Background: an optimization exercise with open tools, aiming at small area, a short achievable clock period and few clock cycles per item. Do not read the settings as production practice. In this exercise RTL edits were held to simulation tests only and were not proved equivalent to the original. No activity file was given, so power comes from the tool's default toggle rates.

==> flow/design.v (outline; a module is shown in full before it is edited, if it fits) <==
// module dmme_fa: 10 lines
// module dmme_ha: 9 lines
// module dmme_xnor: 7 lines
// module dmme_or: 7 lines
// module dmme_top: 1594 lines
module dmme_top (
    input  logic  clk_in,
    input  logic  rst,
    input  logic  req,
    output logic  ack,
    input  dmme_data_pkg::elem_t a00,
    input  dmme_data_pkg::elem_t a01,
    input  dmme_data_pkg::elem_t a10,
    input  dmme_data_pkg::elem_t a11,
    input  dmme_data_pkg::elem_t b00,
    input  dmme_data_pkg::elem_t b01,
    input  dmme_data_pkg::elem_t b10,
    input  dmme_data_pkg::elem_t b11,
    output dmme_data_pkg::acc_t  c00,
    output dmme_data_pkg::acc_t  c01,
    output dmme_data_pkg::acc_t  c10,
    output dmme_data_pkg::acc_t  c11
);
  // ...
==> flow/flow/run.sh <==
#!/bin/bash
# The standard layout (standard.sh), with two changes to how it is made:
#  - the resizer may swap a cell for one of another footprint
#    (MATCH_CELL_FOOTPRINT=0; the platform default keeps same-footprint swaps)
#  - the ports are buffered with plain buffers (buf_2) instead of the delay
#    cells buffer_ports picks by default
# If the routed layout then has an antenna violation, the layout is made
# again with the default port buffers.
set -u
try() {
  local tag=$1; shift
  rm -rf orfs out/final.def
  bash standard.sh "$@" finish > "standard_$tag.log" 2>&1
  [ -f out/final.def ] || return 1
  printf 'read_db orfs/results/sky130hd/dmme_top/base/6_final.odb\ncheck_antennas\n' > "ant_$tag.tcl"
  openroad -no_init -exit "ant_$tag.tcl" > "ant_$tag.log" 2>&1
  ! grep -q "Found [1-9][0-9]* net violations" "ant_$tag.log"
}
try buf MATCH_CELL_FOOTPRINT=0 "BUFFER_PORTS_ARGS=-buffer_cell sky130_fd_sc_hd__buf_2" ||
  try std MATCH_CELL_FOOTPRINT=0
==> flow/standard.sh <==
#!/bin/bash
# synth_recipe.tcl (not shown) runs the flow's synth.tcl, then flattens the netlist and writes it again
# the make line also repeats each setting of config.mk as NAME=value (left out here)
make -C /OpenROAD-flow-scripts/flow DESIGN_CONFIG=/design/flow/config.mk WORK_HOME=/design/flow/orfs CLKGATE_MAP_FILE= SYNTH_SCRIPT=/design/flow/synth_recipe.tcl "${@:-finish}"
==> flow/config.mk <==
export PLATFORM = sky130hd
export DESIGN_NAME = dmme_top
export DESIGN_NICKNAME = dmme_top
export VERILOG_FILES = /design/flow/design.v
export SDC_FILE = /design/flow/constraint.sdc
export NUM_CORES = 4
export LEC_CHECK = 0
export CAP_MARGIN = 20
export CORE_MARGIN = 2
export CORE_UTILIZATION = 60
export PLACE_DENSITY = 0.75
export SETUP_SLACK_MARGIN = 3.0
export SLEW_MARGIN = 20
export SYNTH_HIERARCHICAL = 1
export SYNTH_MINIMUM_KEEP_SIZE = 0
==> flow/constraint.sdc <==
create_clock -name core_clock -period 7.0 [get_ports {clk_in}]
set_input_delay 1.4000 -clock core_clock [delete_from_list [all_inputs] [get_ports {clk_in}]]
set_output_delay 1.4000 -clock core_clock [all_outputs]
set_load 0.01 [all_outputs]
==> metrics.md, run 1 <==
| Metric | Value |
|---|---|
| Mux cell area share after synthesis | `0` |
| Worst path slowest cell | `fa_1` |
| Final Hold Fails | `0` |
| Simple-gate share of the synthesized area | `0.1601` |
| Number of diodes | `0` |
| Delay-heaviest family, CP | `adder cells` |
| Predominant post-synthesis flop cell | `dfxtp_1` |
| Run status | `finished clean` |
| #FFs+latches synth | `109` |
| Hold Crit Class | `in2async` |
| Multi-input gate area | `0.01292 sq mm` |
| Setup Buffers After CTS | `16` |
| Period utilization | `0.5867` |
| Signal buf overhead | `0.1216` |
| # setup viols final | `0` |
| Longest Clk Path Bufs | `2` |
| GR Overflow Total | `0` |
| DR pass1 iterations | `8` |
| Nets | `around 2100` |
| Fillers | `1675` |
| Root buf cell | `clkbuf_16` |
| Placed cell area | `roughly 0.016 sq mm` |
| Seq group | `0.00105 W` |
| CP startpoint kind | `input port` |
| N_taps | `330` |
| Top power group | `combinational cells` |
| Routed length on met1 | `14370 um` |
| Clock buf count | `11` |
| Crit path capture | `t11_lo5_q` |
| CP arrival | `4370 ps` |
| CP cell instances | `buf_12 -> nand2_2 -> fa_1 -> fa_1 -> fa_1 -> fa_2 -> fa_2 -> fa_1 -> inv_1` |
| Post-synthesis xor/xnor area fraction | `0.03889` |
Testbench counts, summed over its fixed seeds: cycles 3,200, jobs 1,600.
==> run 2: changes to the inputs <==
--- a/flow/config.mk
+++ b/flow/config.mk
@@ -11,3 +11,3 @@
 export PLACE_DENSITY = 0.75
-export SETUP_SLACK_MARGIN = 3.0
+export SETUP_SLACK_MARGIN = 2.8
 export SLEW_MARGIN = 20
@@ -15 +15,2 @@
 export SYNTH_MINIMUM_KEEP_SIZE = 0
+export TNS_END_PERCENT = 0
==> metrics.md, run 2 <==
| Metric | Value |
|---|---|
| Run status | `finished clean (unchanged)` |
| Placed cell area | `0.01576 sq mm (was 0.01623 sq mm)` |
| CP cell instances | `buf_4 -> nand2_1 -> fa_1 -> fa_1 -> fa_1 -> fa_2 -> fa_1 -> fa_1 (was buf_12 -> nand2_2 -> fa_1 -> fa_1 -> fa_1 -> fa_2 -> fa_2 -> fa_1 -> inv_1)` |
| Worst EP required | `7240 ps (was 7270 ps)` |
| Setup Buffers After CTS | `0 (was 16)` |
| Top post-synthesis cells by area | `fa_1, dfxtp_1, nand2_1, clkbuf_1, xnor2_1 (unchanged)` |
| Worst path max stage delay | `530 ps (was 560 ps)` |
| Hold Crit Class | `in2async (unchanged)` |
| Critical path startpoint | `b01[4] (was a11[1])` |
| Mux cell area share after synthesis | `0 (unchanged)` |
| Top cell by count, worst path | `fa_1 (unchanged)` |
| Largest net degree at the start of global routing | `18 (was 20)` |
| Predominant post-synthesis flop cell | `dfxtp_1 (unchanged)` |
| Worst-path fanout max | `16 (unchanged)` |
| Number of diodes | `0 (unchanged)` |
| I/O Buffers | `135 (unchanged)` |
| Simple-gate share of the synthesized area | `0.1601 (unchanged)` |
| Final RePlAce weighted congestion | `0.8741 (was 0.8861)` |
| IO Pins | `140 (unchanged)` |
| Hold buffers post-CTS | `0 (unchanged)` |
| Setup WS pre-CTS | `2234 ps (was 2176 ps)` |
| Final WS setup | `2766 ps (was 2893 ps)` |
| Final WL | `35870 um (was 41340 um)` |
| Sequential area share after synthesis | `0.1428 (unchanged)` |
| Main combinational cell family by area after synthesis | `adder cells (unchanged)` |
| Commonest non-fill, non-tap cell in the layout | `nand2_1 (unchanged)` |
| RSZ-0062 raised after global routing | `yes (unchanged)` |
| Max cap viols | `0 (unchanged)` |
| Longest Clk Path Bufs | `2 (unchanged)` |
| Final instance area | `0.01621 sq mm (was 0.01822 sq mm)` |
| Root buf cell | `clkbuf_16 (unchanged)` |
| Post-synth EDFFs | `0 (unchanged)` |
| Maximum clock frequency | `236.2 MHz (was 243.5 MHz)` |
| Die ar. | `0.02682 sq mm (unchanged)` |
| Share of Yosys cell area claimed by the top area cell type | `0.5386 (unchanged)` |
| Gr usage total | `0.2885 (was 0.3100)` |
| Clock power share | `0.102 (was 0.093)` |
| Synth Area in Compound Gates | `0.03285 (unchanged)` |
| First-pass GRT wire length | `59100 um (was 62720 um)` |
| Syn_area_per_cell | `10.18 sq um (unchanged)` |
| GR Overflow Total | `0 (unchanged)` |
| Power per cell area | `349.6 mW/mm^2 (was 331.5 mW/mm^2)` |
| TritonCTS clock tree | `done (unchanged)` |
| Post-synthesis cell count | `1505 (unchanged)` |
| Comb power frac | `0.713 (was 0.733)` |
| Mapped cell area | `0.01531 sq mm (unchanged)` |
| Post-synth ARST share | `0.009174 (unchanged)` |
| Leak | `6.037 nW (was 6.815 nW)` |
| DR pass1 iterations | `5 (was 8)` |
| Clock H-tree levels | `3 (unchanged)` |
| CP Class | `in2reg (unchanged)` |
| Synth cell types | `34 (unchanged)` |
| Synth warn | `7 (unchanged)` |
| Minimum clock period | `4234 ps (was 4107 ps)` |
| Yosys top cell by area | `fa_1 (unchanged)` |
| DRT iter0 DRCs | `866 (was 1288)` |
| Crit end category | `register (unchanged)` |
| Fillers | `2002 (was 1675)` |
| Post-Route Setup TNS | `0 ps (unchanged)` |
| Worst path slowest cell | `fa_1 (unchanged)` |
| Max rail drop VDD | `0.3516 mV (was 0.3501 mV)` |
| Vias | `10740 (was 11440)` |
| FP Rows | `58 (unchanged)` |
| P_sw | `0.002585 W (was 0.002758 W)` |
| Int Power | `0.003083 W (was 0.003280 W)` |
| Seq. cell area | `0.002187 sq mm (unchanged)` |
| Sink Count | `109 (unchanged)` |
| # setup viols final | `0 (unchanged)` |
| Vias per std cell | `5.872 (was 6.009)` |
| Final Hold Fails | `0 (unchanged)` |
| #FFs+latches synth | `109 (unchanged)` |
| Area Growth Syn to Fin | `5.867% (was 18.96%)` |
| Switching part of the total | `0.4561 (was 0.4568)` |
| Number of global-route vias before repair | `11850 (was 12280)` |
| Reg clk slew, reported paths | `80 ps (about the same)` |
| Sequential share of power | `0.185 (was 0.174)` |
| Nets | `2009 (was 2084)` |
| Die Y | `163.8 um (unchanged)` |
| CP arrival | `4470 ps (was 4370 ps)` |
| Initial antenna violation count | `0 (unchanged)` |
| Post-synthesis xor/xnor area fraction | `0.03889 (unchanged)` |
| Top post-synthesis cells by count | `nand2_1, fa_1, clkbuf_1 (unchanged)` |
| Drt drc | `0 (unchanged)` |
| Multi-input gate area | `0.01232 sq mm (was 0.01292 sq mm)` |
| Final Max Tran Viols | `0 (unchanged)` |
| Dpl hpwl | `27330 um (was 28350 um)` |
| Most frequent cells in the layout | `nand2_1, fa_1, dfxtp_1 (was nand2_1, fa_1, fa_2)` |
| Period utilization | `0.6049 (was 0.5867)` |
| Post-Synth Adder-Cell Area | `0.5680 (unchanged)` |
| CTS buffer count | `9 (unchanged)` |
| Routed length per instance | `19.61 um (was 21.71 um)` |
| Dominant cell by count in the synthesized netlist | `nand2_1 (unchanged)` |
| Chip width | `163.8 um (unchanged)` |
| Initial core utilization | `0.6099 (unchanged)` |
| CP startpoint kind | `input port (unchanged)` |
| ANT nets after route | `0 (unchanged)` |
| Share of cells above drive strength 1 | `0.1214 (was 0.2834)` |
| Core footprint | `0.02511 sq mm (unchanged)` |
-- run 2: cell counts after synthesis --
Identical to the previous run, type by type.
-- run 2: how the worst max path moves through the flow --
stage,endpoint,slack [ps],depth (start not counted)
after global placement,t10_lo5_q,2250,9
after global routing,t01_n201_q,2700,8
final,t01_n199_q,2770,8
after CTS,t10_lo5_q,2780,9
after detailed placement,t10_lo5_q,2230,9
after floorplan,t11_lo5_q,2530,10
-- run 2: timing repair --
| item | CTS | global route |
|---|---|---|
| gates resized for setup | 47 | 17 |
| pin swaps | 0 | 0 |
| endpoints found under the setup margin | 19 | 31 |
-- run 2: critical path: cells and delay by family --
kind	cells	cell delay, ps
fa+ha+maj	6	2700
buf+inv	1	230
simple gates	1	120
-- run 2: cell type report --
class                   instances  share of cell area
well taps                     330             0.02547
clock inverters                 5            0.005171
multi-input cells            1194              0.7601
inverters                      45             0.01042
clock buffers                  11             0.01497
repair buffers                135             0.04901
flip-flops and latches        109              0.1349
-- run 2: cells by family (layout without fill, tap and decap cells) --
family / count (synthesis) / count (layout)
flops: 109 / 109
simple gates: 606 / 606
compound gates: 68 / 68
other cells: 1 / 4
fa+ha+maj: 448 / 448
xor+xnor: 68 / 68
buf+inv: 205 / 196
-- run 2: modules after synthesis (local to each module, per instance) --
module	flip-flops and latches	times used	area, sq um
dmme_top	109	1	6625
dmme_fa	0	404	20.02
dmme_xnor	0	40	8.758
dmme_or	0	40	6.256
-- run 2: per-stage QoR --
stage               utilization  hold WS [ps]  total power, W  cells
finish                   0.6457         788.7        0.005668   1829
global route             0.6457         775.1        0.006311   1829
CTS                      0.6447         780.4        0.005752   1829
detailed placement       0.6278          1175        0.005149   1813
global placement         0.6278          1175        0.005023   1813
floorplan                     -          1104        0.004023   1508
-- run 2: layer usage --
metal | vias up | global-route usage | routed length [um]
met3 | 101 | 0.05303 | 3082
li1 | 4497 | - | -
met5 | - | 0 | 0
met1 | 5587 | 0.3589 | 12990
met2 | 554 | 0.5023 | 18420
met4 | 0 | 0.1148 | 1379
-- run 2: power by group through the flow --
stage / Combinational, W / Sequential [W] / Clock (W)
final: 0.00404 / 0.00105 / 0.000575
after global routing: 0.00462 / 0.00108 / 0.000611
after CTS: 0.00411 / 0.00105 / 0.000589
after detailed placement: 0.00408 / 0.00107 / 0
after global placement: 0.00396 / 0.00106 / 0
after floorplan: 0.00299 / 0.00104 / 0
==> run 3: changes to the inputs <==
--- a/flow/config.mk
+++ b/flow/config.mk
@@ -15,2 +15,2 @@
 export SYNTH_MINIMUM_KEEP_SIZE = 0
-export TNS_END_PERCENT = 0
+export TNS_END_PERCENT = 10
==> metrics.md, run 3 <==
| Metric | Value |
|---|---|
| CP arrival | `4480 ps (was 4470 ps)` |
| Fillers | `2051 (was 2002)` |
| Max cap viols | `0 (unchanged)` |
| Final Max Tran Viols | `0 (unchanged)` |
| Post-synth EDFFs | `0 (unchanged)` |
| Synth warn | `7 (unchanged)` |
| Gr usage total | `0.2941 (was 0.2885)` |
| Final Hold Fails | `0 (unchanged)` |
| Top post-synthesis cells by count | `nand2_1, fa_1, clkbuf_1 (unchanged)` |
| GR Overflow Total | `0 (unchanged)` |
| Post-synthesis cell count | `1505 (unchanged)` |
| Number of global-route vias before repair | `12030 (was 11850)` |
| Post-synth ARST share | `0.009174 (unchanged)` |
| Vias per std cell | `5.970 (was 5.872)` |
| Nets | `2009 (unchanged)` |
| Chip width | `163.8 um (unchanged)` |
| IO Pins | `140 (unchanged)` |
| CP startpoint kind | `input port (unchanged)` |
| Final WL | `37090 um (was 35870 um)` |
| Sequential area share after synthesis | `0.1428 (unchanged)` |
| Mapped cell area | `0.01531 sq mm (unchanged)` |
| Initial core utilization | `0.6099 (unchanged)` |
| #FFs+latches synth | `109 (unchanged)` |
| Share of Yosys cell area claimed by the top area cell type | `0.5386 (unchanged)` |
| Commonest non-fill, non-tap cell in the layout | `nand2_1 (unchanged)` |
| First-pass GRT wire length | `59710 um (was 59100 um)` |
| Area Growth Syn to Fin | `5.523% (was 5.867%)` |
| Clock H-tree levels | `3 (unchanged)` |
| Final RePlAce weighted congestion | `0.8678 (was 0.8741)` |
| Worst EP required | `7240 ps (about the same)` |
| Post-Route Setup TNS | `0 ps (unchanged)` |
| Most frequent cells in the layout | `nand2_1, fa_1, dfxtp_1 (unchanged)` |
| Largest net degree at the start of global routing | `18 (unchanged)` |
| Core footprint | `0.02511 sq mm (unchanged)` |
| Die Y | `163.8 um (unchanged)` |
| CTS buffer count | `9 (unchanged)` |
| Root buf cell | `clkbuf_16 (unchanged)` |
| Setup WS pre-CTS | `2240 ps (was 2234 ps)` |
| CP Class | `in2reg (unchanged)` |
| Power per cell area | `349.3 mW/mm^2 (was 349.6 mW/mm^2)` |
| DRT iter0 DRCs | `984 (was 866)` |
| TritonCTS clock tree | `done (unchanged)` |
| Crit end category | `register (unchanged)` |
| Share of cells above drive strength 1 | `0.1214 (unchanged)` |
| DR pass1 iterations | `5 (unchanged)` |
| Run status | `finished clean (unchanged)` |
| Dominant cell by count in the synthesized netlist | `nand2_1 (unchanged)` |
| Maximum clock frequency | `235.6 MHz (was 236.2 MHz)` |
| Number of diodes | `0 (unchanged)` |
| Die ar. | `0.02682 sq mm (unchanged)` |
| Synth cell types | `34 (unchanged)` |
| RSZ-0062 raised after global routing | `yes (unchanged)` |
| Final WS setup | `2756 ps (was 2766 ps)` |
| Setup Buffers After CTS | `0 (unchanged)` |
| Dpl hpwl | `27940 um (was 27330 um)` |
| ANT nets after route | `0 (unchanged)` |
| Syn_area_per_cell | `10.18 sq um (unchanged)` |
| Period utilization | `0.6062 (was 0.6049)` |
| Max rail drop VDD | `0.3570 mV (was 0.3516 mV)` |
| Sink Count | `109 (unchanged)` |
| Vias | `10920 (was 10740)` |
| Predominant post-synthesis flop cell | `dfxtp_1 (unchanged)` |
| I/O Buffers | `135 (unchanged)` |
| Worst-path fanout max | `16 (unchanged)` |
| Longest Clk Path Bufs | `2 (unchanged)` |
| FP Rows | `58 (unchanged)` |
| Top post-synthesis cells by area | `fa_1, dfxtp_1, nand2_1, clkbuf_1, xnor2_1 (unchanged)` |
| Initial antenna violation count | `0 (unchanged)` |
| # setup viols final | `0 (unchanged)` |
| Routed length per instance | `20.28 um (was 19.61 um)` |
| Drt drc | `0 (unchanged)` |
| Yosys top cell by area | `fa_1 (unchanged)` |
| Reg clk slew, reported paths | `80 ps (about the same)` |
| Minimum clock period | `4244 ps (was 4234 ps)` |
| Leak | `6.010 nW (was 6.037 nW)` |
| Hold Crit Class | `in2async (unchanged)` |
run 3: cell families (layout without fill, tap and decap cells):
family	count (synthesis)	count (layout)	synth area share
AO/OA/AOI/OAI	68	68	0.03285
XOR/XNOR	68	68	0.03889
AND/OR/NAND/NOR	606	606	0.1601
adder cells (fa/ha/maj)	448	448	0.5680
other	1	4	0.0002449
buffers and inverters	205	196	0.05711
flip-flops	109	109	0.1428
run 3: worst paths after layout:
kind	end	slack, ps	from	cells past startpoint
max	t11_n199_q	2760	b01[5]	8
min	ack	790	rst	1
max in group asynchronous	ack	6130	rst	1
min in group core_clock	ack	1140	req	1
run 3: routing by layer:
metal	global-route usage	wire, um
met1	0.3552	12980
met5	0	0
met3	0.06237	3176
met2	0.4956	18920
met4	0.1619	2008
run 3: what timing repair did:
action,4_1_cts,5_1_grt
endpoints found under the setup margin,20,34
gates resized for setup,38,12
hold buffers,0,0
run 3: final cells by class:
class	count	area, sq um	area share
multi-input combinational	1194	12330	0.7628
tap	330	412.9	0.02555
inverter	45	168.9	0.01045
timing repair buffer	135	777.0	0.04808
sequential	109	2187	0.1353
clock buffer	12	236.5	0.01463
clock inverter	4	50.05	0.003097
run 3: Yosys stat by module (local to each module, per instance):
| module | cells inside | cell area [sq um] |
|---|---|---|
| dmme_fa | 1 | 20.02 |
| dmme_or | 1 | 6.256 |
| dmme_top | 1021 | 6625 |
| dmme_xnor | 1 | 8.758 |
run 3: report_power, final:
part,switching (W),internal (W)
registers,0.000107,0.000944
logic,0.00225,0.00182
clock network,0.000252,0.000278
run 3: worst max-delay path, cell delays in order:
cell and delay, ps:
buf_2 300, nand2_1 150, fa_2 370, fa_1 540, fa_1 440, fa_2 370, fa_1 510, fa_1 410
run 3: through the flow:
step                      area, sq um    util  std cells  hold WS [ps]  power, W
after floorplan                 15760       -       1508          1104  0.004028
after global placement          15770  0.6280       1813          1174  0.005016
after detailed placement        15770  0.6280       1813          1176  0.005171
after CTS                       16140  0.6429       1829         780.3  0.005725
after global routing            16160  0.6436       1829         777.8  0.006307
final                           16160  0.6436       1829         792.2  0.005645
==> run 4: changes to the inputs <==
--- a/flow/config.mk
+++ b/flow/config.mk
@@ -15,2 +15 @@
 export SYNTH_MINIMUM_KEEP_SIZE = 0
-export TNS_END_PERCENT = 10
==> metrics.md, run 4 <==
| Metric | Value |
|---|---|
| Run status | `finished clean (unchanged)` |
| Initial core utilization | `0.6099 (unchanged)` |
| Max cap viols | `0 (unchanged)` |
| Number of diodes | `0 (unchanged)` |
| Maximum clock frequency | `239.4 MHz (was 235.6 MHz)` |
| Gr usage total | `0.2947 (was 0.2941)` |
| Max rail drop VDD | `0.3403 mV (was 0.3570 mV)` |
| Nets | `2009 (unchanged)` |
| DR pass1 iterations | `6 (was 5)` |
| I/O Buffers | `135 (unchanged)` |
| Most frequent cells in the layout | `nand2_1, fa_1, dfxtp_1 (unchanged)` |
| Die ar. | `0.02682 sq mm (unchanged)` |
| Post-synth ARST share | `0.009174 (unchanged)` |
| Die Y | `163.8 um (unchanged)` |
| GR Overflow Total | `0 (unchanged)` |
| Share of cells above drive strength 1 | `0.1648 (was 0.1214)` |
| Dominant cell by count in the synthesized netlist | `nand2_1 (unchanged)` |
| Drt drc | `0 (unchanged)` |
| Fin Hold WS | `787.6 ps (was 792.2 ps)` |
| Power per cell area | `346.6 mW/mm^2 (was 349.3 mW/mm^2)` |
| Sequential area share after synthesis | `0.1428 (unchanged)` |
| Routed length per instance | `20.05 um (was 20.28 um)` |
| Longest Clk Path Bufs | `2 (unchanged)` |
| Synth warn | `7 (unchanged)` |
| Final Max Tran Viols | `0 (unchanged)` |
| Period utilization | `0.5968 (was 0.6062)` |
| IO Pins | `140 (unchanged)` |
| Core footprint | `0.02511 sq mm (unchanged)` |
| Top post-synthesis cells by count | `nand2_1, fa_1, clkbuf_1 (unchanged)` |
| CTS buffer count | `9 (unchanged)` |
| Share of Yosys cell area claimed by the top area cell type | `0.5386 (unchanged)` |
| Vias per std cell | `5.905 (was 5.970)` |
| Yosys top cell by area | `fa_1 (unchanged)` |
| Crit end category | `register (unchanged)` |
| Mapped cell area | `0.01531 sq mm (unchanged)` |
| Post-Route Setup TNS | `0 ps (unchanged)` |
| Commonest non-fill, non-tap cell in the layout | `nand2_1 (unchanged)` |
| Number of global-route vias before repair | `11950 (was 12030)` |
| RSZ-0062 raised after global routing | `yes (unchanged)` |
| Initial antenna violation count | `0 (unchanged)` |
| Clock H-tree levels | `3 (unchanged)` |
| Synth cell types | `34 (unchanged)` |
| Largest net degree at the start of global routing | `18 (unchanged)` |
| Sink Count | `109 (unchanged)` |
| Chip width | `163.8 um (unchanged)` |
| Vias | `10800 (was 10920)` |
| Worst EP required | `7240 ps (about the same)` |
| # setup viols final | `0 (unchanged)` |
| Leak | `6.107 nW (was 6.010 nW)` |
| Post-synthesis cell count | `1505 (unchanged)` |
| CP Class | `in2reg (unchanged)` |
| Final WL | `36660 um (was 37090 um)` |
| First-pass GRT wire length | `60210 um (was 59710 um)` |
| Setup Buffers After CTS | `0 (unchanged)` |
| TritonCTS clock tree | `done (unchanged)` |
| Reg clk slew, reported paths | `80 ps (about the same)` |
| Post-synth EDFFs | `0 (unchanged)` |
| Minimum clock period | `4178 ps (was 4244 ps)` |
| #FFs+latches synth | `109 (unchanged)` |
| DRT iter0 DRCs | `891 (was 984)` |
| ANT nets after route | `0 (unchanged)` |
| Area Growth Syn to Fin | `8.007% (was 5.523%)` |
| Syn_area_per_cell | `10.18 sq um (unchanged)` |
| End-of-flow core utilization | `0.6587 (was 0.6436)` |
| Root buf cell | `clkbuf_16 (unchanged)` |
| FP Rows | `58 (unchanged)` |
| Dpl hpwl | `27870 um (was 27940 um)` |
| Worst-path fanout max | `16 (unchanged)` |
| Final RePlAce weighted congestion | `0.8813 (was 0.8678)` |
| CP startpoint kind | `input port (unchanged)` |
| Hold Crit Class | `in2async (unchanged)` |
| Hold buffers post-CTS | `0 (unchanged)` |
| Predominant post-synthesis flop cell | `dfxtp_1 (unchanged)` |
| Final Hold Fails | `0 (unchanged)` |
| CP arrival | `4410 ps (was 4480 ps)` |
| Top post-synthesis cells by area | `fa_1, dfxtp_1, nand2_1, clkbuf_1, xnor2_1 (unchanged)` |
## run 4: cell count changes in the layout (fill, tap and decap cells not counted), sizes merged
cell,delta
buf,+20
clkbuf,-20
## run 4: worst max-delay path, stage by stage
cell and delay [ps]:
buf_4 220, nand2_1 120, fa_2 370, fa_2 540
fa_2 440, fa_2 350, fa_2 540, fa_2 430
## run 4: path summary, 6_finish.rpt
check,startpoint,to,cells past startpoint
max in group asynchronous,rst,ack,1
hold / removal,rst,ack,1
setup / recovery,b01[3],t01_n199_q,8
min in group core_clock,req,ack,1
## run 4: per-module statistics from Yosys, one instance, submodules excluded
module     times used  cell area, sq um
dmme_top            1              6625
dmme_or            40             6.256
dmme_fa           404             20.02
dmme_xnor          40             8.758
## run 4: cells by family (layout without fill, tap and decap cells)
logic type / Yosys count / count (layout) / share of synthesized area
fa+ha+maj: 448 / 448 / 0.5680
compound gates: 68 / 68 / 0.03285
flops: 109 / 109 / 0.1428
buf+inv: 205 / 196 / 0.05711
xor+xnor: 68 / 68 / 0.03889
simple gates: 606 / 606 / 0.1601
other cells: 1 / 4 / 0.0002449
## run 4: repair_timing
item | in CTS | in global routing
setup endpoints to repair | 13 | 22
gates resized for setup | 53 | 85
pin swaps | 0 | 4
## run 4: through the flow
| step | instances | cell area [sq um] | setup WS (ps) | power [W] |
|---|---|---|---|---|
| finish | 1829 | 16540 | 2822 | 0.005733 |
| global route | 1829 | 16540 | 2731 | 0.006404 |
| CTS | 1829 | 16340 | 2793 | 0.005784 |
| detailed placement | 1813 | 15950 | 2249 | 0.005202 |
| global placement | 1813 | 15950 | 2313 | 0.005116 |
| floorplan | 1508 | 16220 | 2536 | 0.004086 |
## run 4: final cells by class
type / count / area, sq um
multi-input cells: 1194 / 12530
fillers: 1984 / 8569
flip-flops and latches: 109 / 2187
repair buffers: 135 / 957.2
well taps: 330 / 412.9
clock buffers: 12 / 236.5
inverters: 45 / 168.9
clock inverters: 4 / 50.05
## run 4: metal layers
layer,share of wire,GRT usage,up-vias,wire [um]
met5,0,0,-,0
met3,0.091,0.05000,82,3325
met4,0.030,0.1140,0,1108
li1,-,-,4495,-
met1,0.37,0.3805,5597,13670
met2,0.51,0.5027,626,18560
## run 4: power breakdown
group / internal, W / switching [W]
Sequential: 0.000944 / 0.000107
Combinational: 0.00187 / 0.00228
Clock: 0.000278 / 0.000254
==> run 5: changes to the inputs <==
--- a/flow/config.mk
+++ b/flow/config.mk
@@ -15 +15,2 @@
 export SYNTH_MINIMUM_KEEP_SIZE = 0
+export TNS_END_PERCENT = 20
==> metrics.md, run 5 <==
| Metric | Value |
|---|---|
| Share of Yosys cell area claimed by the top area cell type | `0.5386 (unchanged)` |
| CTS buffer count | `9 (unchanged)` |
| Vias per std cell | `5.871 (was 5.905)` |
| Initial core utilization | `0.6099 (unchanged)` |
| CP startpoint kind | `input port (unchanged)` |
| Maximum clock frequency | `239.3 MHz (was 239.4 MHz)` |
| Mapped cell area | `0.01531 sq mm (unchanged)` |
| Clock H-tree levels | `3 (unchanged)` |
| FP Rows | `58 (unchanged)` |
| Nets | `2009 (unchanged)` |
| CP cell instances | `buf_4 -> nand2_2 -> fa_2 -> fa_2 -> fa_2 -> fa_2 -> fa_2 -> fa_1 (was buf_4 -> nand2_1 -> fa_2 -> fa_2 -> fa_2 -> fa_2 -> fa_2 -> fa_2)` |
| Multi-input gate area | `0.01241 sq mm (was 0.01253 sq mm)` |
| Top post-synthesis cells by area | `fa_1, dfxtp_1, nand2_1, clkbuf_1, xnor2_1 (unchanged)` |
| Longest Clk Path Bufs | `2 (unchanged)` |
| DRT iter0 DRCs | `884 (was 891)` |
| Vias | `10740 (was 10800)` |
| Dpl hpwl | `27410 um (was 27870 um)` |
| Routed length per instance | `19.68 um (was 20.05 um)` |
| Root buf cell | `clkbuf_16 (unchanged)` |
| Commonest non-fill, non-tap cell in the layout | `nand2_1 (unchanged)` |
| Minimum clock period | `4179 ps (was 4178 ps)` |
| Seq. cell area | `0.002187 sq mm (unchanged)` |
| Final Hold Fails | `0 (unchanged)` |
| Switching part of the total | `0.4574 (was 0.4602)` |
| CP Class | `in2reg (unchanged)` |
| Comb power frac | `0.719 (was 0.724)` |
| Worst path max stage delay | `550 ps (was 540 ps)` |
| Post-synth ARST share | `0.009174 (unchanged)` |
| Die ar. | `0.02682 sq mm (unchanged)` |
| Reg clk slew, reported paths | `80 ps (about the same)` |
| Gr usage total | `0.2895 (was 0.2947)` |
| Core footprint | `0.02511 sq mm (unchanged)` |
| CP arrival | `4420 ps (was 4410 ps)` |
| #FFs+latches synth | `109 (unchanged)` |
| Max rail drop VDD | `0.4032 mV (was 0.3403 mV)` |
| Sequential share of power | `0.186 (was 0.183)` |
| Predominant post-synthesis flop cell | `dfxtp_1 (unchanged)` |
| Period utilization | `0.5970 (was 0.5968)` |
| Synth cell types | `34 (unchanged)` |
| Number of global-route vias before repair | `11840 (was 11950)` |
| Share of cells above drive strength 1 | `0.1442 (was 0.1648)` |
| Final WL | `35990 um (was 36660 um)` |
| Syn_area_per_cell | `10.18 sq um (unchanged)` |
| Most frequent cells in the layout | `nand2_1, fa_1, dfxtp_1 (unchanged)` |
| Power per cell area | `345.6 mW/mm^2 (was 346.6 mW/mm^2)` |
| Top post-synthesis cells by count | `nand2_1, fa_1, clkbuf_1 (unchanged)` |
| Dominant cell by count in the synthesized netlist | `nand2_1 (unchanged)` |
| RSZ-0062 raised after global routing | `yes (unchanged)` |
| Final Max Tran Viols | `0 (unchanged)` |
| GR Overflow Total | `0 (unchanged)` |
| Area Growth Syn to Fin | `6.872% (was 8.007%)` |
| Worst EP required | `7240 ps (about the same)` |
| Clock power share | `0.095 (was 0.093)` |
| ANT nets after route | `0 (unchanged)` |
| Post-synth EDFFs | `0 (unchanged)` |
| Int Power | `0.003068 W (was 0.003095 W)` |
| Critical path startpoint | `a10[3] (was b01[3])` |
| Post-Route Setup TNS | `0 ps (unchanged)` |
| IO Pins | `140 (unchanged)` |
| Run status | `finished clean (unchanged)` |
| TritonCTS clock tree | `done (unchanged)` |
| Setup Buffers After CTS | `0 (unchanged)` |
| Post-synthesis cell count | `1505 (unchanged)` |
| Largest net degree at the start of global routing | `18 (unchanged)` |
| Yosys top cell by area | `fa_1 (unchanged)` |
| First-pass GRT wire length | `59130 um (was 60210 um)` |
| Leak | `6.059 nW (was 6.107 nW)` |
| Top cell by count, worst path | `fa_2 (unchanged)` |
| Drt drc | `0 (unchanged)` |
| Sequential area share after synthesis | `0.1428 (unchanged)` |
| Initial antenna violation count | `1 (was 0)` |
| Die Y | `163.8 um (unchanged)` |
| Crit path capture | `t11_n199_q (was t01_n199_q)` |
| Final RePlAce weighted congestion | `0.8461 (was 0.8813)` |
| Sink Count | `109 (unchanged)` |
| Synth warn | `7 (unchanged)` |
| Hold buffers post-CTS | `0 (unchanged)` |
| # setup viols final | `0 (unchanged)` |
| Setup WS pre-CTS | `2210 ps (was 2249 ps)` |
| Chip width | `163.8 um (unchanged)` |
| Final WS setup | `2821 ps (was 2822 ps)` |
| P_sw | `0.002587 W (was 0.002638 W)` |
| I/O Buffers | `135 (unchanged)` |
| Crit end category | `register (unchanged)` |
| Fillers | `1988 (was 1984)` |
| Worst-path fanout max | `16 (unchanged)` |
| DR pass1 iterations | `5 (was 6)` |
| Max cap viols | `0 (unchanged)` |
| Hold Crit Class | `in2async (unchanged)` |
| Worst path slowest cell | `fa_2 (unchanged)` |
run 5: cell count changes in the layout (fill, tap and decap cells not counted), sizes merged:
cell and delta:
inv +1, buf +4, clkbuf -6, diode +1
run 5: modules after synthesis, one instance, submodules excluded:
module     flops+latches  cells inside  copies in the design  cell area (sq um)
dmme_xnor              0             1                    40              8.758
dmme_top             109          1021                     1               6625
dmme_or                0             1                    40              6.256
dmme_fa                0             1                   404              20.02
run 5: what timing repair did:
item                                    4_1_cts  5_1_grt
endpoints found under the hold margin         0        0
endpoints found under the setup margin       11       26
cloned                                        0        0
resized for setup                            31       81
pin swaps                                     0        2
run 5: worst min-delay path by stage:
stage / to / depth (start not counted)
3_3_place_gp: ack / 1
5_1_grt: ack / 1
6_report: ack / 1
3_5_place_dp: ack / 1
4_1_cts: ack / 1
2_1_floorplan: ack / 0
run 5: area by class of cell:
class                           count  area share
Multi-Input combinational cell   1194      0.7581
Sequential cell                   109      0.1336
Timing Repair Buffer              135     0.05436
Tap cell                          330     0.02523
Clock buffer                       10     0.01460
Inverter                           45     0.01032
Clock inverter                      5    0.003593
Antenna cell                        1   0.0001529
run 5: power by group through the flow:
| stage | sequential (W) | clock, W | combinational [W] |
|---|---|---|---|
| global placement | 0.00106 | 0 | 0.00398 |
| detailed placement | 0.00107 | 0 | 0.00410 |
| finish | 0.00105 | 0.000537 | 0.00406 |
| global route | 0.00109 | 0.000578 | 0.00466 |
| floorplan | 0.00104 | 0 | 0.00302 |
| CTS | 0.00105 | 0.000552 | 0.00412 |
run 5: kinds of logic after synthesis:
logic type               Yosys count  synth area share
buffers and inverters            205           0.05711
AND/OR/NAND/NOR                  606            0.1601
XOR/XNOR                          68           0.03889
AO/OA/AOI/OAI                     68           0.03285
other                              1         0.0002449
flip-flops                       109            0.1428
adder cells (fa/ha/maj)          448            0.5680
run 5: per-layer routing:
layer,GRT usage,routed length [um]
met4,0.1124,1253
met1,0.3711,13110
met3,0.04697,2938
met5,0,0
met2,0.4981,18690
run 5: critical path, delay by kind of cell:
kind,cells,cell delay [ps]
adders and majority gates,6,2680
buffers and inverters,1,230
and+or+nand+nor,1,100
run 5: metrics by stage:
step	hold slack, ps	utilization	power, W	instance area [sq um]	instances
2_1_floorplan	1104	-	0.004059	16000	1508
3_5_place_dp	1175	0.6312	0.005165	15850	1813
5_1_grt	778.3	0.6518	0.006320	16370	1829
3_3_place_gp	1174	0.6312	0.005043	15850	1813
6_report	788.7	0.6518	0.005655	16370	1829
4_1_cts	776.6	0.6458	0.005728	16210	1828
==> run 6: changes to the inputs <==
--- a/flow/config.mk
+++ b/flow/config.mk
@@ -11,3 +11,3 @@
 export PLACE_DENSITY = 0.75
-export SETUP_SLACK_MARGIN = 2.8
+export SETUP_SLACK_MARGIN = 2.9
 export SLEW_MARGIN = 20
==> metrics.md, run 6 <==
| Metric | Value |
|---|---|
| Maximum clock frequency | `241.5 MHz (was 239.3 MHz)` |
| Chip width | `163.8 um (unchanged)` |
| Initial antenna violation count | `0 (was 1)` |
| Sequential area share after synthesis | `0.1428 (unchanged)` |
| First-pass GRT wire length | `61150 um (was 59130 um)` |
| Core footprint | `0.02511 sq mm (unchanged)` |
| IO Pins | `140 (unchanged)` |
| Post-synth ARST share | `0.009174 (unchanged)` |
| Die ar. | `0.02682 sq mm (unchanged)` |
| Syn_area_per_cell | `10.18 sq um (unchanged)` |
| Commonest non-fill, non-tap cell in the layout | `nand2_1 (unchanged)` |
| Reg clk slew, reported paths | `80 ps (about the same)` |
| Minimum clock period | `4141 ps (was 4179 ps)` |
| Number of diodes | `0 (was 1)` |
| Final Hold Fails | `0 (unchanged)` |
| Sink Count | `109 (unchanged)` |
| Run status | `finished clean (unchanged)` |
| Vias per std cell | `5.979 (was 5.871)` |
| Fillers | `1943 (was 1988)` |
| Power per cell area | `346.4 mW/mm^2 (was 345.6 mW/mm^2)` |
| Post-synth EDFFs | `0 (unchanged)` |
| ANT nets after route | `0 (unchanged)` |
| Final instance area | `0.01676 sq mm (was 0.01637 sq mm)` |
| Yosys top cell by area | `fa_1 (unchanged)` |
| Top layer in use | `met4 (unchanged)` |
| Vias | `11040 (was 10740)` |
| TritonCTS clock tree | `done (unchanged)` |
| Drt drc | `0 (unchanged)` |
| Gr usage total | `0.2989 (was 0.2895)` |
| Post-synthesis cell count | `1505 (unchanged)` |
| FP Rows | `58 (unchanged)` |
| Worst-path fanout max | `16 (unchanged)` |
| Top post-synthesis cells by area | `fa_1, dfxtp_1, nand2_1, clkbuf_1, xnor2_1 (unchanged)` |
| CP arrival | `4390 ps (was 4420 ps)` |
| CP startpoint kind | `input port (unchanged)` |
| RSZ-0062 raised after global routing | `yes (unchanged)` |
| Share of Yosys cell area claimed by the top area cell type | `0.5386 (unchanged)` |
| Share of cells above drive strength 1 | `0.1608 (was 0.1442)` |
| CTS buffer count | `9 (unchanged)` |
| Dpl hpwl | `28770 um (was 27410 um)` |
| #FFs+latches synth | `109 (unchanged)` |
| Placed Cells | `1813 (unchanged)` |
| Final Max Tran Viols | `0 (unchanged)` |
| Clock H-tree levels | `3 (unchanged)` |
| Final RePlAce weighted congestion | `0.8854 (was 0.8461)` |
| Dominant cell by count in the synthesized netlist | `nand2_1 (unchanged)` |
| Longest Clk Path Bufs | `2 (unchanged)` |
| Die Y | `163.8 um (unchanged)` |
| Predominant post-synthesis flop cell | `dfxtp_1 (unchanged)` |
| Root buf cell | `clkbuf_16 (unchanged)` |
| Routed length on met1 | `14020 um (was 13110 um)` |
| Multi-input gate area | `0.01244 sq mm (was 0.01241 sq mm)` |
| Post-route insts no fill | `1847 (was 1829)` |
| Met3 routed WL | `3267 um (was 2938 um)` |
| Number of global-route vias before repair | `11960 (was 11840)` |
| Hold Crit Class | `in2async (unchanged)` |
| Max cap viols | `0 (unchanged)` |
| Max rail drop VDD | `0.3469 mV (was 0.4032 mV)` |
| Period utilization | `0.5916 (was 0.5970)` |
| Largest net degree at the start of global routing | `20 (was 18)` |
| CP Class | `in2reg (unchanged)` |
| GR Overflow Total | `0 (unchanged)` |
| Seq. cell area | `0.002187 sq mm (unchanged)` |
| Worst EP required | `7250 ps (was 7240 ps)` |
| Hold buffers post-CTS | `0 (unchanged)` |
| Synth cell types | `34 (unchanged)` |
| Synth warn | `7 (unchanged)` |
| Placed cell area | `0.01585 sq mm (about the same)` |
| # setup viols final | `0 (unchanged)` |
| Mapped cell area | `0.01531 sq mm (unchanged)` |
| Routed wl met2 | `19320 um (was 18690 um)` |
| Crit end category | `register (unchanged)` |
| Nets | `2027 (was 2009)` |
| Final WL | `38260 um (was 35990 um)` |
| DR pass1 iterations | `7 (was 5)` |
| Initial core utilization | `0.6099 (unchanged)` |
| Routed length per instance | `20.72 um (was 19.68 um)` |
| Leak | `6.247 nW (was 6.059 nW)` |
| DRT iter0 DRCs | `840 (was 884)` |
| Area Growth Syn to Fin | `9.429% (was 6.872%)` |
| Most frequent cells in the layout | `nand2_1, fa_1, dfxtp_1 (unchanged)` |
| Post-Route Setup TNS | `0 ps (unchanged)` |
| Top post-synthesis cells by count | `nand2_1, fa_1, clkbuf_1 (unchanged)` |
| I/O Buffers | `135 (unchanged)` |
[run 6: routing by layer]
layer,up-vias,GRT usage
met5,-,0.01136
met4,0,0.1224
met3,141,0.04975
met2,664,0.5090
met1,5710,0.3828
li1,4529,-
[run 6: Yosys stat by module (local to each module, per instance)]
module | flip-flops and latches | times used
dmme_top | 109 | 1
dmme_fa | 0 | 404
dmme_xnor | 0 | 40
dmme_or | 0 | 40
[run 6: final timing paths]
| kind | startpoint | to | slack (ps) | cells past startpoint |
|---|---|---|---|---|
| hold / removal | rst | ack | 790 | 1 |
| max in group asynchronous | rst | ack | 6130 | 1 |
| setup / recovery | b00[6] | t10_n199_q | 2860 | 8 |
| min in group core_clock | req | ack | 1140 | 1 |
[run 6: cell type report]
| type | count | area share |
|---|---|---|
| clock buffer | 9 | 0.01344 |
| sequential | 109 | 0.1305 |
| multi-input combinational | 1194 | 0.7425 |
| timing repair buffer | 153 | 0.07399 |
| clock inverter | 7 | 0.004853 |
| inverter | 45 | 0.01008 |
| tap | 330 | 0.02464 |
[run 6: where the power goes]
group / leakage [nW] / total, W / switching (W) / internal, W
Clock: 0.152 / 0.000546 / 0.000263 / 0.000283
Sequential: 0.920 / 0.00106 / 0.000111 / 0.000944
Combinational: 5.17 / 0.00420 / 0.00231 / 0.00190
Total: 6.25 / 0.00580 / 0.00268 / 0.00312
[run 6: per-stage QoR]
step,hold WS [ps],util,setup slack [ps],power [W]
2_1_floorplan,1104,-,2536,0.004059
3_3_place_gp,1174,0.6313,2306,0.005103
3_5_place_dp,1178,0.6313,2255,0.005204
4_1_cts,776.2,0.6536,2856,0.005831
5_1_grt,777.4,0.6674,2813,0.006440
6_report,789.5,0.6674,2859,0.005805
[run 6: critical path, cell delays in order]
cell	delay, ps
buf_4	230
nand2_2	90
fa_2	380
fa_2	550
fa_2	440
fa_2	350
fa_2	540
fa_1	410
[run 6: cell families (layout without fill, tap and decap cells)]
family | Yosys count | count (layout) | share of synthesized area
simple gates | 606 | 606 | 0.1601
fa+ha+maj | 448 | 448 | 0.5680
buf+inv | 205 | 214 | 0.05711
flops | 109 | 109 | 0.1428
compound gates | 68 | 68 | 0.03285
xor+xnor | 68 | 68 | 0.03889
other cells | 1 | 4 | 0.0002449
[run 6: what timing repair did]
action                     4_1_cts  5_1_grt
hold endpoints to repair         0        0
gates resized for setup        124       63
pin swaps                        1       14
setup endpoints to repair       32       36
buffers inserted                 0       17
cloned                           0        1
==> run 7: changes to the inputs <==
--- a/flow/design.v
+++ b/flow/design.v
@@ -26,11 +26,2 @@
 endmodule
-module dmme_ha (
-    input  logic a,
-    input  logic b,
-    output logic s,
-    output logic co
-);
-    assign s  = a ^ b;
-    assign co = a & b;
-endmodule
 module dmme_xnor (
--- a/flow/config.mk
+++ b/flow/config.mk
@@ -11,3 +11,3 @@
 export PLACE_DENSITY = 0.75
-export SETUP_SLACK_MARGIN = 2.9
+export SETUP_SLACK_MARGIN = 2.8
 export SLEW_MARGIN = 20
==> metrics.md, run 7 <==
| Metric | Value |
|---|---|
| Post-synth ARST share | `0.009174 (unchanged)` |
| # setup viols final | `0 (unchanged)` |
| Final Max Tran Viols | `0 (unchanged)` |
| Post-synthesis xor/xnor area fraction | `0.03888 (was 0.03889)` |
| Post-synth EDFFs | `0 (unchanged)` |
| Top post-synthesis cells by count | `nand2_1, fa_1, clkbuf_1 (unchanged)` |
| Mapped cell area | `0.01532 sq mm (was 0.01531 sq mm)` |
| Yosys top cell by area | `fa_1 (unchanged)` |
| Post-Synth Adder-Cell Area | `0.5678 (was 0.5680)` |
| Area Growth Syn to Fin | `6.346% (was 9.429%)` |
| P_sw | `0.002612 W (was 0.002680 W)` |
| Worst EP required | `7250 ps (about the same)` |
| Vias per std cell | `5.968 (was 5.979)` |
| Nets | `2010 (was 2027)` |
| Met3 usage | `0.05429 (was 0.04975)` |
| CP startpoint kind | `input port (unchanged)` |
| Top post-synthesis cells by area | `fa_1, dfxtp_1, nand2_1, clkbuf_1, xnor2_1 (unchanged)` |
| Root buf cell | `clkbuf_16 (unchanged)` |
| Predominant post-synthesis flop cell | `dfxtp_1 (unchanged)` |
| GR Overflow Total | `0 (unchanged)` |
| Initial core utilization | `0.6101 (was 0.6099)` |
| Drt drc | `0 (unchanged)` |
| Clock H-tree levels | `3 (unchanged)` |
| Chip width | `163.8 um (about the same)` |
| Switching part of the total | `0.4593 (was 0.4617)` |
| CTS buffer count | `9 (unchanged)` |
| Core footprint | `0.02511 sq mm (unchanged)` |
| First-pass GRT wire length | `59310 um (was 61150 um)` |
| Power per cell area | `349.1 mW/mm^2 (was 346.4 mW/mm^2)` |
| Met2 usage | `0.5124 (was 0.5090)` |
| Met1 Use GR | `0.3519 (was 0.3828)` |
| I/O Buffers | `135 (unchanged)` |
| Crit end category | `register (unchanged)` |
| Synth Area in Compound Gates | `0.03234 (was 0.03285)` |
| Setup Buffers After CTS | `0 (unchanged)` |
| Share of cells above drive strength 1 | `0.1433 (was 0.1608)` |
| Post-synthesis cell count | `1507 (was 1505)` |
| ANT nets after route | `0 (unchanged)` |
| Vias | `10930 (was 11040)` |
| Comb power frac | `0.718 (was 0.724)` |
| DR pass1 iterations | `5 (was 7)` |
| Most frequent cells in the layout | `nand2_1, fa_1, dfxtp_1 (unchanged)` |
| Largest net degree at the start of global routing | `20 (unchanged)` |
| Initial antenna violation count | `0 (unchanged)` |
| Number of global-route vias before repair | `11940 (was 11960)` |
| IO Pins | `140 (unchanged)` |
| Longest Clk Path Bufs | `2 (unchanged)` |
| Clock power share | `0.098 (was 0.094)` |
| Synth warn | `7 (unchanged)` |
| DRT iter0 DRCs | `965 (was 840)` |
| Most used routing layer | `met2 (unchanged)` |
| Maximum clock frequency | `234.3 MHz (was 241.5 MHz)` |
| Gr usage total | `0.2917 (was 0.2989)` |
| CP Class | `in2reg (unchanged)` |
| Routed length per instance | `20.11 um (was 20.72 um)` |
| Fin Hold WS | `781.6 ps (was 789.5 ps)` |
| Synth cell types | `32 (was 34)` |
| Run status | `finished clean (unchanged)` |
| Minimum clock period | `4269 ps (was 4141 ps)` |
| Mux cell area share after synthesis | `0 (unchanged)` |
| Sequential area share after synthesis | `0.1428 (about the same)` |
| Max rail drop VDD | `0.3776 mV (was 0.3469 mV)` |
| Max cap viols | `0 (unchanged)` |
| Syn_area_per_cell | `10.17 sq um (was 10.18 sq um)` |
| Fillers | `2008 (was 1943)` |
| CP arrival | `4520 ps (was 4390 ps)` |
| Worst-path fanout max | `16 (unchanged)` |
| Hold Crit Class | `in2async (unchanged)` |
| Final Hold Fails | `0 (unchanged)` |
| Period utilization | `0.6098 (was 0.5916)` |
| Die ar. | `0.02683 sq mm (was 0.02682 sq mm)` |
| Final WL | `36830 um (was 38260 um)` |
| RSZ-0062 raised after global routing | `yes (unchanged)` |
| Sequential share of power | `0.184 (was 0.182)` |
| Dpl hpwl | `27930 um (was 28770 um)` |
| Post-Route Setup TNS | `0 ps (unchanged)` |
| Share of Yosys cell area claimed by the top area cell type | `0.5384 (was 0.5386)` |
| Simple-gate share of the synthesized area | `0.1607 (was 0.1601)` |
| Die Y | `163.8 um (about the same)` |
| FP Rows | `58 (unchanged)` |
| Int Power | `0.003075 W (was 0.003125 W)` |
| #FFs+latches synth | `109 (unchanged)` |
| Final RePlAce weighted congestion | `0.8536 (was 0.8854)` |
| Leak | `6.034 nW (was 6.247 nW)` |
| Reg clk slew, reported paths | `90 ps (was 80 ps)` |
| Main combinational cell family by area after synthesis | `adder cells (unchanged)` |
| Hold buffers post-CTS | `0 (unchanged)` |
| Sink Count | `109 (unchanged)` |
| Dominant cell by count in the synthesized netlist | `nand2_1 (unchanged)` |
| TritonCTS clock tree | `done (unchanged)` |
| Commonest non-fill, non-tap cell in the layout | `nand2_1 (unchanged)` |
run 7: per-module statistics from Yosys, one instance, submodules excluded:
module / cells / cell area (sq um)
dmme_or: 1 / 6.256
dmme_fa: 1 / 20.02
dmme_xnor: 1 / 8.758
dmme_top: 1023 / 6631
run 7: final cells by class:
class                           instances  area (sq um)  area share
Tap cell                              330         412.9     0.02534
Antenna cell                            1         2.502   0.0001536
Multi-Input combinational cell       1195         12400      0.7614
Sequential cell                       109          2187      0.1342
Clock inverter                          6         77.57    0.004762
Inverter                               45         168.9     0.01037
Clock buffer                           10         239.0     0.01467
Timing Repair Buffer                  135         799.5     0.04907
run 7: worst max-delay path, cell delays in order:
cell and delay, ps:
buf_2 310, nand2_1 150, fa_2 370, fa_1 530, fa_2 450, fa_2 350
fa_2 540, fa_1 420
run 7: routing by layer:
metal	wire [um]	part of all wire	vias to the layer above
met3	3142	0.085	121
li1	-	-	4510
met5	0	0	-
met1	12960	0.35	5641
met2	19200	0.52	655
met4	1526	0.041	0
run 7: kinds of logic after synthesis:
kind of cell    after synthesis
buf+inv                     206
compound gates               67
flops                       109
simple gates                608
other cells                   1
xor+xnor                     68
fa+ha+maj                   448
run 7: through the flow:
stage	cells	setup WS (ps)	power (W)	area, sq um	utilization
floorplan	1510	2530	0.004065	16010	-
global placement	1814	2342	0.005041	15850	0.6311
detailed placement	1814	2265	0.005183	15850	0.6311
CTS	1830	2781	0.005761	16250	0.6472
global route	1830	2678	0.006329	16290	0.6487
finish	1831	2731	0.005687	16290	0.6488
run 7: power groups by stage:
stage | clock [W] | sequential (W) | combinational, W
after floorplan | 0 | 0.00104 | 0.00303
after global placement | 0 | 0.00106 | 0.00398
after detailed placement | 0 | 0.00107 | 0.00412
after CTS | 0.000571 | 0.00105 | 0.00414
after global routing | 0.000598 | 0.00108 | 0.00465
final | 0.000558 | 0.00105 | 0.00408
run 7: what timing repair did:
item,in CTS,in global routing
resized for setup,40,19
gates cloned,0,0
endpoints found under the hold margin,0,0
endpoints found under the setup margin,12,18
run 7: how the worst max path moves through the flow:
stage	startpoint	to	slack, ps	cells past startpoint
after global placement	b10[2]	t10_lo5_q	2340	9
final	b00[5]	t10_n199_q	2730	8
after CTS	b00[5]	t10_n199_q	2780	8
after floorplan	b11[2]	t11_lo5_q	2530	10
after detailed placement	b11[2]	t11_lo5_q	2270	9
after global routing	a11[2]	t11_lo5_q	2680	9
Testbench counts of run 7, summed over its fixed seeds: cycles 3,200, jobs 1,600.
==> run 8: changes to the inputs <==
--- a/flow/config.mk
+++ b/flow/config.mk
@@ -9,4 +9,4 @@
 export CORE_MARGIN = 2
-export CORE_UTILIZATION = 60
-export PLACE_DENSITY = 0.75
+export CORE_UTILIZATION = 65
+export PLACE_DENSITY = 0.8
 export SETUP_SLACK_MARGIN = 2.8
==> metrics.md, run 8 <==
| Metric | Value |
|---|---|
| Synth warn | `7 (unchanged)` |
| Top post-synthesis cells by count | `nand2_1, fa_1, clkbuf_1 (unchanged)` |
| Worst EP required | `7240 ps (was 7250 ps)` |
| Core footprint | `0.02333 sq mm (was 0.02511 sq mm)` |
| Top post-synthesis cells by area | `fa_1, dfxtp_1, nand2_1, clkbuf_1, xnor2_1 (unchanged)` |
| Max cap viols | `0 (unchanged)` |
| I/O Buffers | `135 (unchanged)` |
| Max rail drop VDD | `0.4325 mV (was 0.3776 mV)` |
| Final Hold Fails | `0 (unchanged)` |
| Sink Count | `109 (unchanged)` |
| Maximum clock frequency | `233.9 MHz (was 234.3 MHz)` |
| Gr usage total | `0.3161 (was 0.2917)` |
| Placed cell area | `0.01583 sq mm (was 0.01585 sq mm)` |
| Routed length per instance | `20.02 um (was 20.11 um)` |
| Initial core utilization | `0.6566 (was 0.6101)` |
| Final WL | `36420 um (was 36830 um)` |
| Commonest non-fill, non-tap cell in the layout | `nand2_1 (unchanged)` |
| Synth cell types | `32 (unchanged)` |
| Most frequent cells in the layout | `nand2_1, fa_1, dfxtp_1 (unchanged)` |
| GR Overflow Total | `0 (unchanged)` |
| Placed Cells | `1803 (was 1814)` |
| Crit end category | `register (unchanged)` |
| Yosys top cell by area | `fa_1 (unchanged)` |
| Die Y | `157.5 um (was 163.8 um)` |
| Run status | `finished clean (unchanged)` |
| Syn_area_per_cell | `10.17 sq um (unchanged)` |
| Chip width | `157.5 um (was 163.8 um)` |
| ANT nets after route | `0 (unchanged)` |
| Predominant post-synthesis flop cell | `dfxtp_1 (unchanged)` |
| Leak | `6.066 nW (was 6.034 nW)` |
| Post-synthesis cell count | `1507 (unchanged)` |
| Drt drc | `0 (unchanged)` |
| Power per cell area | `348.4 mW/mm^2 (was 349.1 mW/mm^2)` |
| Dpl hpwl | `27240 um (was 27930 um)` |
| CP startpoint kind | `input port (unchanged)` |
| CP arrival | `4520 ps (about the same)` |
| Hold buffers post-CTS | `0 (unchanged)` |
| # setup viols final | `0 (unchanged)` |
| Minimum clock period | `4275 ps (was 4269 ps)` |
| Period utilization | `0.6107 (was 0.6098)` |
| Share of cells above drive strength 1 | `0.1427 (was 0.1433)` |
| Worst-path fanout max | `16 (unchanged)` |
| Number of global-route vias before repair | `12150 (was 11940)` |
| CTS buffer count | `9 (unchanged)` |
| Clock H-tree levels | `3 (unchanged)` |
| Reg clk slew, reported paths | `80 ps (was 90 ps)` |
| Vias per std cell | `6.047 (was 5.968)` |
| FP Rows | `56 (was 58)` |
| Post-route insts no fill | `1819 (was 1831)` |
| Setup WS pre-CTS | `2222 ps (was 2265 ps)` |
| #FFs+latches synth | `109 (unchanged)` |
| CP Class | `in2reg (unchanged)` |
| Final instance area | `0.01636 sq mm (was 0.01629 sq mm)` |
| Share of Yosys cell area claimed by the top area cell type | `0.5384 (unchanged)` |
| Root buf cell | `clkbuf_16 (unchanged)` |
| Post-Route Setup TNS | `0 ps (unchanged)` |
| Sequential area share after synthesis | `0.1428 (unchanged)` |
| Final WS setup | `2725 ps (was 2731 ps)` |
| DRT iter0 DRCs | `1283 (was 965)` |
| Vias | `11000 (was 10930)` |
| Dominant cell by count in the synthesized netlist | `nand2_1 (unchanged)` |
| DR pass1 iterations | `5 (unchanged)` |
| Number of diodes | `0 (was 1)` |
| Final Max Tran Viols | `0 (unchanged)` |
| Hold Crit Class | `in2async (unchanged)` |
| First-pass GRT wire length | `59260 um (was 59310 um)` |
| Setup Buffers After CTS | `0 (unchanged)` |
| Post-synth ARST share | `0.009174 (unchanged)` |
| Post-synth EDFFs | `0 (unchanged)` |
| Critical path startpoint | `b00[5] (unchanged)` |
| RSZ-0062 raised after global routing | `yes (unchanged)` |
| Final RePlAce weighted congestion | `0.8813 (was 0.8536)` |
| Nets | `2010 (unchanged)` |
| IO Pins | `140 (unchanged)` |
| Die ar. | `0.02481 sq mm (was 0.02683 sq mm)` |
| Mapped cell area | `0.01532 sq mm (unchanged)` |
| TritonCTS clock tree | `done (unchanged)` |
| Area Growth Syn to Fin | `6.795% (was 6.346%)` |
| Longest Clk Path Bufs | `2 (unchanged)` |
| Initial antenna violation count | `0 (unchanged)` |
| Largest net degree at the start of global routing | `18 (was 20)` |
[run 8: cell counts after synthesis]
No cell type changed its count.
[run 8: Yosys stat by module (local to each module, per instance)]
| module | cells inside | cell area [sq um] | flip-flops and latches |
|---|---|---|---|
| dmme_top | 1023 | 6631 | 109 |
| dmme_or | 1 | 6.256 | 0 |
| dmme_xnor | 1 | 8.758 | 0 |
| dmme_fa | 1 | 20.02 | 0 |
[run 8: worst max-delay path by stage]
stage                             to  depth (start not counted)
after floorplan            t11_lo5_q                         10
after global placement     t11_lo5_q                          9
after detailed placement   t11_lo5_q                          9
after CTS                 t00_n199_q                          8
after global routing      t00_n199_q                          8
final                     t00_n199_q                          8
[run 8: cell type report]
cell class	instances	area (sq um)
well taps	319	399.1
clock inverters	6	86.33
inverters	45	168.9
fillers	1725	6972
repair buffers	135	885.9
clock buffers	10	229.0
flip-flops and latches	109	2187
multi-input cells	1195	12400
[run 8: power breakdown]
part | total [W] | internal, W | switching (W)
clock network | 0.000561 | 0.000314 | 0.000247
logic | 0.00409 | 0.00185 | 0.00224
registers | 0.00105 | 0.000944 | 0.000105
total | 0.00570 | 0.00311 | 0.00259
[run 8: kinds of logic (layout without fill, tap and decap cells)]
logic type,count (synthesis),count (layout),synth area share
buf+inv,206,196,0.05733
simple gates,608,608,0.1606
compound gates,67,67,0.03234
fa+ha+maj,448,448,0.5678
other cells,1,4,0.0002448
flops,109,109,0.1428
xor+xnor,68,68,0.03888
[run 8: stage by stage]
stage | hold slack [ps] | utilization | total power [W]
after floorplan | 1104 | - | 0.004065
after global placement | 1174 | 0.6785 | 0.005020
after detailed placement | 1176 | 0.6785 | 0.005177
after CTS | 782.7 | 0.6958 | 0.005759
after global routing | 780.0 | 0.7012 | 0.006387
final | 790.2 | 0.7012 | 0.005700
[run 8: what timing repair did]
item | 4_1_cts | 5_1_grt
setup endpoints to repair | 11 | 22
resized for setup | 42 | 62
gates cloned | 0 | 0
[run 8: per-layer routing]
metal / vias up / part of all wire / GRT usage
li1: 4503 / - / -
met1: 5603 / 0.34 / 0.3816
met2: 740 / 0.52 / 0.5469
met3: 154 / 0.091 / 0.05314
met4: 0 / 0.050 / 0.1680
met5: - / 0 / 0
[run 8: worst max-delay path: stages]
cell and delay (ps):
buf_2 330, nand2_1 130, fa_2 370, fa_2 550, fa_2 440, fa_2 350, fa_2 530, fa_1 390

## afterwards: timing with drivers on the ports
Ports are ideal in the flow. The routed layouts listed here were re-timed in OpenROAD.
Step 1, drivers: a clkbuf_16 drives clk_in and a buf_2 each remaining input, both assumed.
Step 2 adds t to the input delays and takes it off the output delays; t is the mean of the earliest and latest rising clock arrival at the registers after step 1. Input paths then give back, and output paths get back, about the clock's delay inside the block.
Three values: ideal, step 1, step 2; two values: the first two.
run	t, ns	slack for setup (ns)	hold WS [ns]	clock arrival spread, ns
run 1	0.413	2.893 / 2.820 / 2.407	0.798 / 0.764 / 1.177	0.011 / 0.010
run 2	0.409	2.766 / 2.769 / 2.360	0.789 / 0.761 / 1.170	0.011 / 0.012
run 3	0.407	2.756 / 2.747 / 2.339	0.792 / 0.768 / 1.176	0.015 / 0.015
run 4	0.412	2.822 / 2.848 / 2.436	0.788 / 0.756 / 1.168	0.014 / 0.014
run 5	0.408	2.821 / 2.827 / 2.419	0.789 / 0.763 / 1.171	0.012 / 0.011
run 6	0.408	2.859 / 2.872 / 2.464	0.789 / 0.766 / 1.174	0.013 / 0.012
run 7	0.413	2.731 / 2.753 / 2.340	0.782 / 0.755 / 1.169	0.016 / 0.017
run 8	0.404	2.725 / 2.743 / 2.339	0.790 / 0.770 / 1.174	0.009 / 0.010
After both steps setup and hold are still met in every run listed. The setup slack of run 1, which loses most, moves by -0.073 ns with the drivers and by -0.486 ns with both steps.
